This design comes from an exercise in tuning for a short achievable clock period and few clock cycles per item on the open sky130 flow, not from production work. Only simulation tests tie the RTL to the original design; equivalence was not proved. Power figures rest on the tool's default switching activity, not on a simulated workload.

==> flow/design.v (outline; a module is shown in full before it is edited, if it fits) <==
// module booth_mul_top: 1979 lines
// module booth_c42: 11 lines
// module booth_enc: 7 lines
// module booth_c42_nc: 10 lines
module booth_mul_top (
    input  logic        clk,
    input  logic        rst,
    input  logic        start,
    input  logic [1:0]  mode,
    input  logic [31:0] a,
    input  logic [31:0] b,
    output logic [63:0] product,
    output logic        done,
    output logic        ready
);
  // ...
==> flow/run.sh <==
#!/bin/bash
# synth_recipe.tcl (not shown) runs the flow's synth.tcl, then flattens the netlist and writes it again
# the make line also repeats each setting of config.mk as NAME=value (left out here)
make -C /OpenROAD-flow-scripts/flow DESIGN_CONFIG=/design/flow/config.mk WORK_HOME=/design/flow/orfs CLKGATE_MAP_FILE= SYNTH_SCRIPT=/design/flow/synth_recipe.tcl finish
==> flow/config.mk <==
export PLATFORM = sky130hd
export DESIGN_NAME = booth_mul_top
export DESIGN_NICKNAME = booth_mul_top
export VERILOG_FILES = /design/flow/design.v
export SDC_FILE = /design/flow/constraint.sdc
export NUM_CORES = 4
export LEC_CHECK = 0
export ABC_AREA = 1
export CAP_MARGIN = 20
export CORE_MARGIN = 5
export CORE_UTILIZATION = 40
export PLACE_DENSITY = 0.5
export SETUP_SLACK_MARGIN = 4.5
export SLEW_MARGIN = 20
export SYNTH_HIERARCHICAL = 1
export SYNTH_MINIMUM_KEEP_SIZE = 0
==> flow/constraint.sdc <==
create_clock -name core_clock -period 9.0 [get_ports {clk}]
set_input_delay 1.8000 -clock core_clock [delete_from_list [all_inputs] [get_ports {clk}]]
set_output_delay 1.8000 -clock core_clock [all_outputs]
set_load 0.01 [all_outputs]
==> run notes, run 1 <==
status: timing/DRC/antenna clean
post-cts sizing count: 1787
Biggest register: pipe_q
fin nets: 10490
PD cells: 393.8 nW/um^2
routing usage on met2: 0.5419
CTS buffer count: 17
H-tree levels: 4
Max Buffers Root-to-Sink: 2
Compound-Gate Fraction of Synth Area: 0.1055
DR vias: 63100
Cell Count, Final, Fillers Out: 11800
Hold Path Cell Cnt: 1
sequential cells: 142
register area share after synthesis: 0.06117
pin count of the biggest net entering global routing: 35
setup violators final: 0
clk tree area frac: 0.009560
wl on met1: 97930 um
XOR/XNOR share of the synthesized area: 0.1170
Max power group: combinational cells
worst-path cell chain: buf_16 > buf_12 > buf_6 > xor2_2 > bufinv_8 > buf_12 > buf_6 > o22ai_4 > xor2_2 > inv_1 > nand2_1 > nand2_2 > buf_4 > nand2_2 > nand3b_1 > nand2_2 > inv_2 > nand2_2 > nand2_4 > o21ai_4 > nand3b_1 > nand2_2 > ha_4 > fa_2
Max rail drop VDD: 0.2604 mV
CTS clock-pin slew for the worst setup and hold paths: 0.07 ns
root buf cell: clkbuf_16
most frequent cells in the layout: 3845 x nand2_1, 1211 x inv_1, 698 x nand2_2, 692 x nand3_1, 608 x buf_4
Sw Ratio: 0.5946
cell count after synthesis: 9421
num rows: 125
EDFF count, synth: 0
Testbench counts, summed over its fixed seeds: cycles 3,208, items 3,200.
==> inputs of run 2 (changes only) <==
--- a/flow/config.mk
+++ b/flow/config.mk
@@ -10,5 +10,4 @@
 export CORE_MARGIN = 5
 export CORE_UTILIZATION = 40
-export PLACE_DENSITY = 0.5
 export SETUP_SLACK_MARGIN = 4.5
 export SLEW_MARGIN = 20
==> run 2 against run 1 <==
Hold slack worse by 0.0091 ns. Sequential cell count unchanged. Combinational power grew 2%. Die area is the same. Cell area increased by 4.6%. Synthesized cell count did not move. Area after synthesis unchanged. Global-route usage is 0.76 points lower. Clock power is 9.8% lower. Cell count rose by 1.1%. Utilization is 2.7 points higher. Sequential share of layout area down 0.12 points. Critical endpoint is now pipe_q[64]$_DFF_P_.
==> run notes, run 2 <==
fin crit period: 5.024 ns (was 4.976 ns)
Post-synth top cells: 4688 x nand2_1, 1428 x inv_1, 799 x nand3_1, 608 x xor2_1, 514 x o22ai_1 (unchanged)
CTS buffer count: 17 (unchanged)
initial antenna violation count: 10 (was 11)
Crit Path Max Fanout: 8 (unchanged)
vias in the first global route: 57750 (was 55140)
max reg flops: 141 (unchanged)
cell count after synthesis: 9421 (unchanged)
async set-reset flop share out of synthesis: 0 (unchanged)
CTS tree: built (unchanged)
worst path required time: 9.39 ns (was 9.34 ns)
Area Overhead vs Synth: 53.49% (was 46.73%)
most numerous cell in the Yosys netlist: nand2_1 (unchanged)
final-layout fill cell count: 10040 (was 11340)
Hold Path Class: in -> reg (unchanged)
pre-CTS setup slack: 2.219 ns (was 2.000 ns)
drt drc: 0 (unchanged)
RePlAce Congestion: 0.9928 (was 0.9760)
Setup crit end: pipe_q[64]$_DFF_P_ (was pipe_q[15]$_DFF_P_)
endpoint type of the worst setup path: flip-flop (unchanged)
Crit path max-delay family: simple AND/OR/NAND/NOR gates (was buffers and inverters)
CP startpoint: b[9] (was b[23])
DR vias/cell: 5.609 (was 5.346)
Slew Limit Headroom: 0.2771 (was 0.2042)
CTS clock-pin slew for the worst setup and hold paths: 0.07 ns (about the same)
WL per Instance: 19.54 um (was 19.23 um)
io pins: 135 (unchanged)
Fmax: 0.1990 GHz (was 0.2010 GHz)
cell taking the most area after synthesis: nand2_1 (unchanged)
PD cells: 385.1 nW/um^2 (was 393.8 nW/um^2)
Pins Over Slew Limit: 0 (unchanged)
most frequent cells in the layout: 3598 x nand2_1, 1116 x inv_1, 910 x nand2_2, 711 x buf_4, 636 x nand3_1 (was 3845 x nand2_1, 1211 x inv_1, 698 x nand2_2, 692 x nand3_1, 608 x buf_4)
mux cell area share after synthesis: 0 (unchanged)
Hold Vio Cnt, Final: 0 (unchanged)
Primary FF master, synth: dfxtp_1 (unchanged)
initial core utilization: 0.4015 (unchanged)
# hold bufs at CTS: 0 (unchanged)
commonest non-fill, non-tap cell in the layout: nand2_1 (unchanged)
fin nets: 10620 (was 10490)
Biggest register: pipe_q (unchanged)
Max Buffers Root-to-Sink: 2 (unchanged)
setup violators final: 0 (unchanged)
DR pass1 iterations: 10 (was 6)
top cells by area, synth: nand2_1 38%, inv_1 12%, xor2_1 11% (unchanged)
I/O Buffers: 133 (unchanged)
ANT nets after route: 0 (unchanged)
Max-Cap Viols: 0 (unchanged)
post-synth top area share: 0.3787 (unchanged)
CP Class: in -> reg (unchanged)
synth warn: 7 (unchanged)
register area: 2913 sq um (was 2868 sq um)
Core Region: 115700 sq um (unchanged)
status: timing/DRC/antenna clean (unchanged)
# placed instances: 11000 (was 11020)
num rows: 125 (unchanged)
Cell variety after synth: 37 (unchanged)
static leakage: 0.03867 uW (was 0.03759 uW)
Avg Synthesized Cell Area: 4.933 sq um (unchanged)
root buf cell: clkbuf_16 (unchanged)
slowest stage cell, crit path: xor2_2 (was fa_2)
Crit path buffers/inverters: 10 (was 9)
top flop regs: pipe_q x141, done x1 (unchanged)
design area: 71330 sq um (was 68190 sq um)
most frequent CP cell: nand2_2 (unchanged)
unrepaired setup endpoints after global routing: yes (unchanged)
pin count of the biggest net entering global routing: 36 (was 35)
die area: 123100 sq um (unchanged)
first-pass GRT wire length: 318700 um (was 321700 um)
setup TNS: 0 ns (unchanged)
Compound-Gate Fraction of Synth Area: 0.1055 (unchanged)
final WL: 233100 um (was 227000 um)
adder-cell area share of the yosys netlist: 0.05148 (unchanged)
global route total overflow: 0 (unchanged)
slowest stage delay, CP: 0.24 ns (was 0.45 ns)
Cell Count, Final, Fillers Out: 11930 (was 11800)
synthesized area: 46470 sq um (unchanged)
total track usage: 0.3317 (was 0.3392)
final setup margin: 3.976 ns (was 4.024 ns)
hpwl dp: 149600 um (was 163100 um)
crit share post-route: 0.5582 (was 0.5529)
largest family of logic cells by synthesized area: simple AND/OR/NAND/NOR gates (unchanged)
register area share after synthesis: 0.06117 (unchanged)
multi-input logic area: 48980 sq um (was 47080 sq um)
slew at the pin with the worst max-slew slack: 1.083 ns (was 1.185 ns)
Die H: 350.8 um (unchanged)
Synth Area in Simple Gates: 0.5267 (unchanged)
H-tree levels: 4 (unchanged)
XOR/XNOR share of the synthesized area: 0.1170 (unchanged)
CTS sink cnt: 142 (unchanged)
DR vias: 66910 (was 63100)
Max rail drop VDD: 0.3220 mV (was 0.2604 mV)
critical path arrival: 5.41 ns (was 5.31 ns)
EDFF count, synth: 0 (unchanged)
Die W: 350.8 um (unchanged)
Crit path depth: 29 (was 24)
Synth Register Bits: 142 (unchanged)
layout cell share with drive strength beyond 1: 0.3456 (was 0.2904)
Startpoint Class: input pin (unchanged)
Hold Startpoint: b[31] (unchanged)
Post-DP Area: 49720 sq um (was 49900 sq um)
Starting DRT DRC Count: 7666 (was 5869)
run 2: cell counts after synthesis:
No cell type changed its count.
run 2: modules after synthesis, one instance, submodules excluded:
module         cells inside  copies in the design  flops+latches
booth_c42_nc             21                     7              0
booth_enc                 7                    32              0
booth_mul_top          3191                     1            142
booth_c42                27                   217              0
run 2: worst min path at each step:
stage	to	cells after the start
after floorplan	pipe_q[1]$_DFF_P_	0
after global placement	done$_SDFF_PP0_	3
after detailed placement	done$_SDFF_PP0_	3
after CTS	pipe_q[1]$_DFF_P_	1
after global routing	pipe_q[1]$_DFF_P_	1
final	pipe_q[1]$_DFF_P_	1
run 2: repair_timing:
item / in CTS / in global routing
buffers inserted: 658 / 205
pin swaps: 619 / 871
resized for setup: 2121 / 1765
setup endpoints to repair: 162 / 149
gates cloned: 27 / 5
hold endpoints to repair: 0 / 0
run 2: through the flow:
stage	power, uW	hold slack, ns	util
3_5_place_dp	18260	2.323	0.4296
4_1_cts	22630	1.531	0.5412
2_1_floorplan	12760	1.828	-
6_report	27470	1.574	0.6163
3_3_place_gp	17920	2.331	0.4296
5_1_grt	29450	1.542	0.6162
run 2: power by group:
group	leakage (uW)	switching (uW)	total (uW)	internal [uW]
sequential	0.00120	311	1360	1050
clock	0.000276	373	740	367
combinational	0.0372	15700	25400	9630
run 2: cell type report:
class | count | area share
timing repair buffer | 1079 | 0.1500
sequential | 142 | 0.04084
clock inverter | 15 | 0.002052
inverter | 1456 | 0.08657
tap | 1524 | 0.02673
timing repair inverter | 9 | 0.001017
multi-input combinational | 7681 | 0.6867
antenna | 5 | 0.0001754
clock buffer | 17 | 0.005964
run 2: kinds of logic after synthesis:
| group | Yosys count |
|---|---|
| AOI/OAI and AO/OA | 846 |
| xor gates and xnor gates | 621 |
| DFF | 142 |
| and+or+nand+nor | 5957 |
| other | 2 |
| buffers and inverters | 1687 |
| adders and majority gates | 166 |
run 2: metal layers:
metal	track usage	vias to the layer above	part of all wire	routed length, um
met4	0.1844	6	0.078	18230
met3	0.07626	1287	0.13	29940
met5	0	-	0.00019	44
li1	-	31120	-	-
met1	0.4264	30300	0.38	87740
met2	0.5125	4193	0.42	97130
==> inputs of run 3 (changes only) <==
--- a/flow/config.mk
+++ b/flow/config.mk
@@ -10,4 +10,5 @@
 export CORE_MARGIN = 5
 export CORE_UTILIZATION = 40
+export PLACE_DENSITY = 0.55
 export SETUP_SLACK_MARGIN = 4.5
 export SLEW_MARGIN = 20
==> run 3 against run 2 <==
Maximum frequency grew 1.3%. Non-clock buffer count shrank 28. Setup slack gained 0.066 ns. Total power grew 0.74%. Hold slack gained 0.0037 ns. Largest cell class unchanged. Cell count shrank 0.20%. Largest power group unchanged.
==> run notes, run 3 <==
status: timing/DRC/antenna clean (unchanged)
Area Overhead vs Synth: 52.39% (was 53.49%)
Startpoint Class: input pin (unchanged)
setup violators final: 0 (unchanged)
max reg flops: 141 (unchanged)
Cell variety after synth: 37 (unchanged)
CTS buffer count: 17 (unchanged)
Starting DRT DRC Count: 6590 (was 7666)
CTS clock-pin slew for the worst setup and hold paths: 0.06 ns (was 0.07 ns)
CP Class: in -> reg (unchanged)
Setup crit end: pipe_q[80]$_DFF_P_ (was pipe_q[64]$_DFF_P_)
commonest non-fill, non-tap cell in the layout: nand2_1 (unchanged)
Hold Path Class: in -> reg (unchanged)
initial core utilization: 0.4015 (unchanged)
Synth Register Bits: 142 (unchanged)
post-synth top area share: 0.3787 (unchanged)
pin count of the biggest net entering global routing: 37 (was 36)
Cell Count, Final, Fillers Out: 11900 (was 11930)
DR pass1 iterations: 18 (was 10)
endpoint type of the worst setup path: flip-flop (unchanged)
setup TNS: 0 ns (unchanged)
vias in the first global route: 56230 (was 57750)
worst path required time: 9.36 ns (was 9.39 ns)
ANT nets after route: 0 (unchanged)
layout cell share with drive strength beyond 1: 0.3392 (was 0.3456)
Max rail drop VDD: 0.3181 mV (was 0.3220 mV)
Crit Path Max Fanout: 7 (was 8)
cell taking the most area after synthesis: nand2_1 (unchanged)
Primary FF master, synth: dfxtp_1 (unchanged)
unrepaired setup endpoints after global routing: yes (unchanged)
H-tree levels: 4 (unchanged)
design area: 70820 sq um (was 71330 sq um)
# placed instances: 11010 (was 11000)
CTS tree: built (unchanged)
Post-DP Area: 49820 sq um (was 49720 sq um)
DR vias/cell: 5.483 (was 5.609)
root buf cell: clkbuf_16 (unchanged)
Max-Cap Viols: 0 (unchanged)
io pins: 135 (unchanged)
hpwl dp: 155200 um (was 149600 um)
synthesized area: 46470 sq um (unchanged)
final WL: 228000 um (was 233100 um)
fin crit period: 4.958 ns (was 5.024 ns)
first-pass GRT wire length: 318100 um (was 318700 um)
most numerous cell in the Yosys netlist: nand2_1 (unchanged)
EDFF count, synth: 0 (unchanged)
initial antenna violation count: 12 (was 10)
Avg Synthesized Cell Area: 4.933 sq um (unchanged)
drt drc: 0 (unchanged)
die area: 123100 sq um (unchanged)
synth warn: 7 (unchanged)
Die W: 350.8 um (unchanged)
most frequent cells in the layout: 3623 x nand2_1, 1143 x inv_1, 874 x nand2_2, 699 x buf_4, 629 x nand3_1 (was 3598 x nand2_1, 1116 x inv_1, 910 x nand2_2, 711 x buf_4, 636 x nand3_1)
async set-reset flop share out of synthesis: 0 (unchanged)
total track usage: 0.3325 (was 0.3317)
num rows: 125 (unchanged)
Max Buffers Root-to-Sink: 2 (unchanged)
Die H: 350.8 um (unchanged)
fin nets: 10600 (was 10620)
top flop regs: pipe_q x141, done x1 (unchanged)
Core Region: 115700 sq um (unchanged)
WL per Instance: 19.16 um (was 19.54 um)
Biggest register: pipe_q (unchanged)
Pins Over Slew Limit: 0 (unchanged)
Slew Limit Headroom: 0.1889 (was 0.2771)
register area share after synthesis: 0.06117 (unchanged)
total power: 27670 uW (was 27470 uW)
PD cells: 390.7 nW/um^2 (was 385.1 nW/um^2)
cell count after synthesis: 9421 (unchanged)
global route total overflow: 0 (unchanged)
static leakage: 0.03847 uW (was 0.03867 uW)
Fmax: 0.2017 GHz (was 0.1990 GHz)
slew at the pin with the worst max-slew slack: 1.208 ns (was 1.083 ns)
Post-synth top cells: 4688 x nand2_1, 1428 x inv_1, 799 x nand3_1, 608 x xor2_1, 514 x o22ai_1 (unchanged)
DR vias: 65270 (was 66910)
# hold bufs at CTS: 0 (unchanged)
I/O Buffers: 133 (unchanged)
CTS sink cnt: 142 (unchanged)
Hold Vio Cnt, Final: 0 (unchanged)
top cells by area, synth: nand2_1 38%, inv_1 12%, xor2_1 11% (unchanged)
RePlAce Congestion: 0.9767 (was 0.9928)
critical path arrival: 5.32 ns (was 5.41 ns)
CP startpoint: b[13] (was b[9])
crit share post-route: 0.5509 (was 0.5582)
## run 3: changes by cell type in the layout (fill, tap and decap cells not counted), sizes merged
cell / delta
clkdlybuf4s50: +2
dlymetal6s2s: -1
clkdlybuf4s18: -4
clkinvlp: -4
clkdlybuf4s15: +7
diode: +2
clkinv: -9
inv: +15
bufbuf: -5
buf: -27
## run 3: kinds of logic after synthesis
kind of cell               share of synthesized area
and+or+nand+nor                               0.5267
buffers and inverters                         0.1380
adders and majority gates                    0.05148
AOI/OAI and AO/OA                             0.1055
xor gates and xnor gates                      0.1170
other                                      0.0001616
DFF                                          0.06117
## run 3: critical path: stages
cell and delay [ns]:
buf_12 0.10, buf_12 0.12, buf_16 0.14, inv_4 0.05, nand3_4 0.06, nand2_4 0.09
clkinvlp_4 0.17, buf_4 0.19, o22ai_1 0.18, xor2_1 0.31, inv_1 0.17, o21ai_4 0.22
nand3b_1 0.18, nand2_4 0.08, inv_2 0.06, nand2_2 0.06, nand2_4 0.08, o21ai_4 0.06
nand3b_1 0.20, nand2_4 0.17, inv_4 0.05, nand2_4 0.06, nand2_4 0.05, o21ai_4 0.18
nand3_1 0.10, nand2_1 0.10, ha_2 0.27
## run 3: per-module statistics from Yosys, one instance, submodules excluded
module         cell area (sq um)  flip-flops and latches
booth_c42                  110.1                       0
booth_c42_nc               82.58                       0
booth_enc                  33.78                       0
booth_mul_top              20920                     142
## run 3: metrics by stage
stage | hold WS [ns] | util | worst slack (ns)
floorplan | 1.828 | - | 4.324
global placement | 2.329 | 0.4303 | 1.993
detailed placement | 2.332 | 0.4304 | 2.045
CTS | 1.535 | 0.5400 | 4.241
global route | 1.554 | 0.6118 | 3.949
finish | 1.578 | 0.6119 | 4.042
## run 3: report_power, final
part           internal [uW]  switching (uW)  leakage, uW
Clock                    394             361     0.000278
Combinational           9830           15700       0.0370
Sequential              1050             299      0.00120
Total                  11300           16400       0.0385
## run 3: timing repair
action | 4_1_cts | 5_1_grt
cloned | 24 | 3
setup buffers | 604 | 226
endpoints found under the setup margin | 159 | 148
gates resized for setup | 2181 | 1648
pin swaps | 683 | 943
## run 3: area by class of cell
class / count / area (sq um)
multi-input cells: 7681 / 48810
fillers: 10570 / 44920
repair buffers: 1051 / 10330
inverters: 1456 / 6148
flip-flops and latches: 142 / 2922
well taps: 1524 / 1907
clock buffers: 17 / 425.4
clock inverters: 15 / 165.2
repair inverters: 11 / 91.34
diodes: 7 / 17.52
## run 3: layer usage
metal | vias to the layer above | global-route usage | part of all wire
met5 | - | 0 | 0.00038
met4 | 6 | 0.1473 | 0.059
met3 | 803 | 0.06489 | 0.11
met2 | 3421 | 0.5189 | 0.43
met1 | 29960 | 0.4449 | 0.41
li1 | 31070 | - | -
## run 3: how the worst min path moves through the flow
stage          start           endpoint  slack [ns]  depth (start not counted)
3_3_place_gp   start    done$_SDFF_PP0_        2.33                          3
5_1_grt        b[31]  pipe_q[1]$_DFF_P_        1.55                          1
3_5_place_dp   start    done$_SDFF_PP0_        2.33                          3
6_report       b[31]  pipe_q[1]$_DFF_P_        1.58                          1
4_1_cts        b[31]  pipe_q[1]$_DFF_P_        1.53                          1
2_1_floorplan  b[31]  pipe_q[1]$_DFF_P_        1.83                          0

-- what the ideal ports hide --
No port has a modelled driver above. Below, the same layouts with a new extraction and two added sets of constraints. Step 1, drivers: a clkbuf_16 drives clk and a buf_2 each remaining input, both assumed. Step 2 moves the port delays by t, midway between the first and last clock arrival at a register: inputs arrive t later, outputs are due t later. That takes back most of the time a late clock gives input paths. a / b / c = no drivers / after step 1 / after step 2; a / b = the first two.
| run | shift t [ns] | setup WS [ns] | cell pins on the clock port's net |
|---|---|---|---|
| run 1 | 0.548 | 4.024 / 3.968 / 3.420 | 1 |
| run 2 | 0.571 | 3.976 / 3.933 / 3.362 | 1 |
| run 3 | 0.547 | 4.042 / 3.894 / 3.347 | 1 |
After both steps setup and hold are still met in every run listed. The setup slack of run 3, which loses most, moves by -0.148 ns with the drivers and by -0.695 ns with both steps.
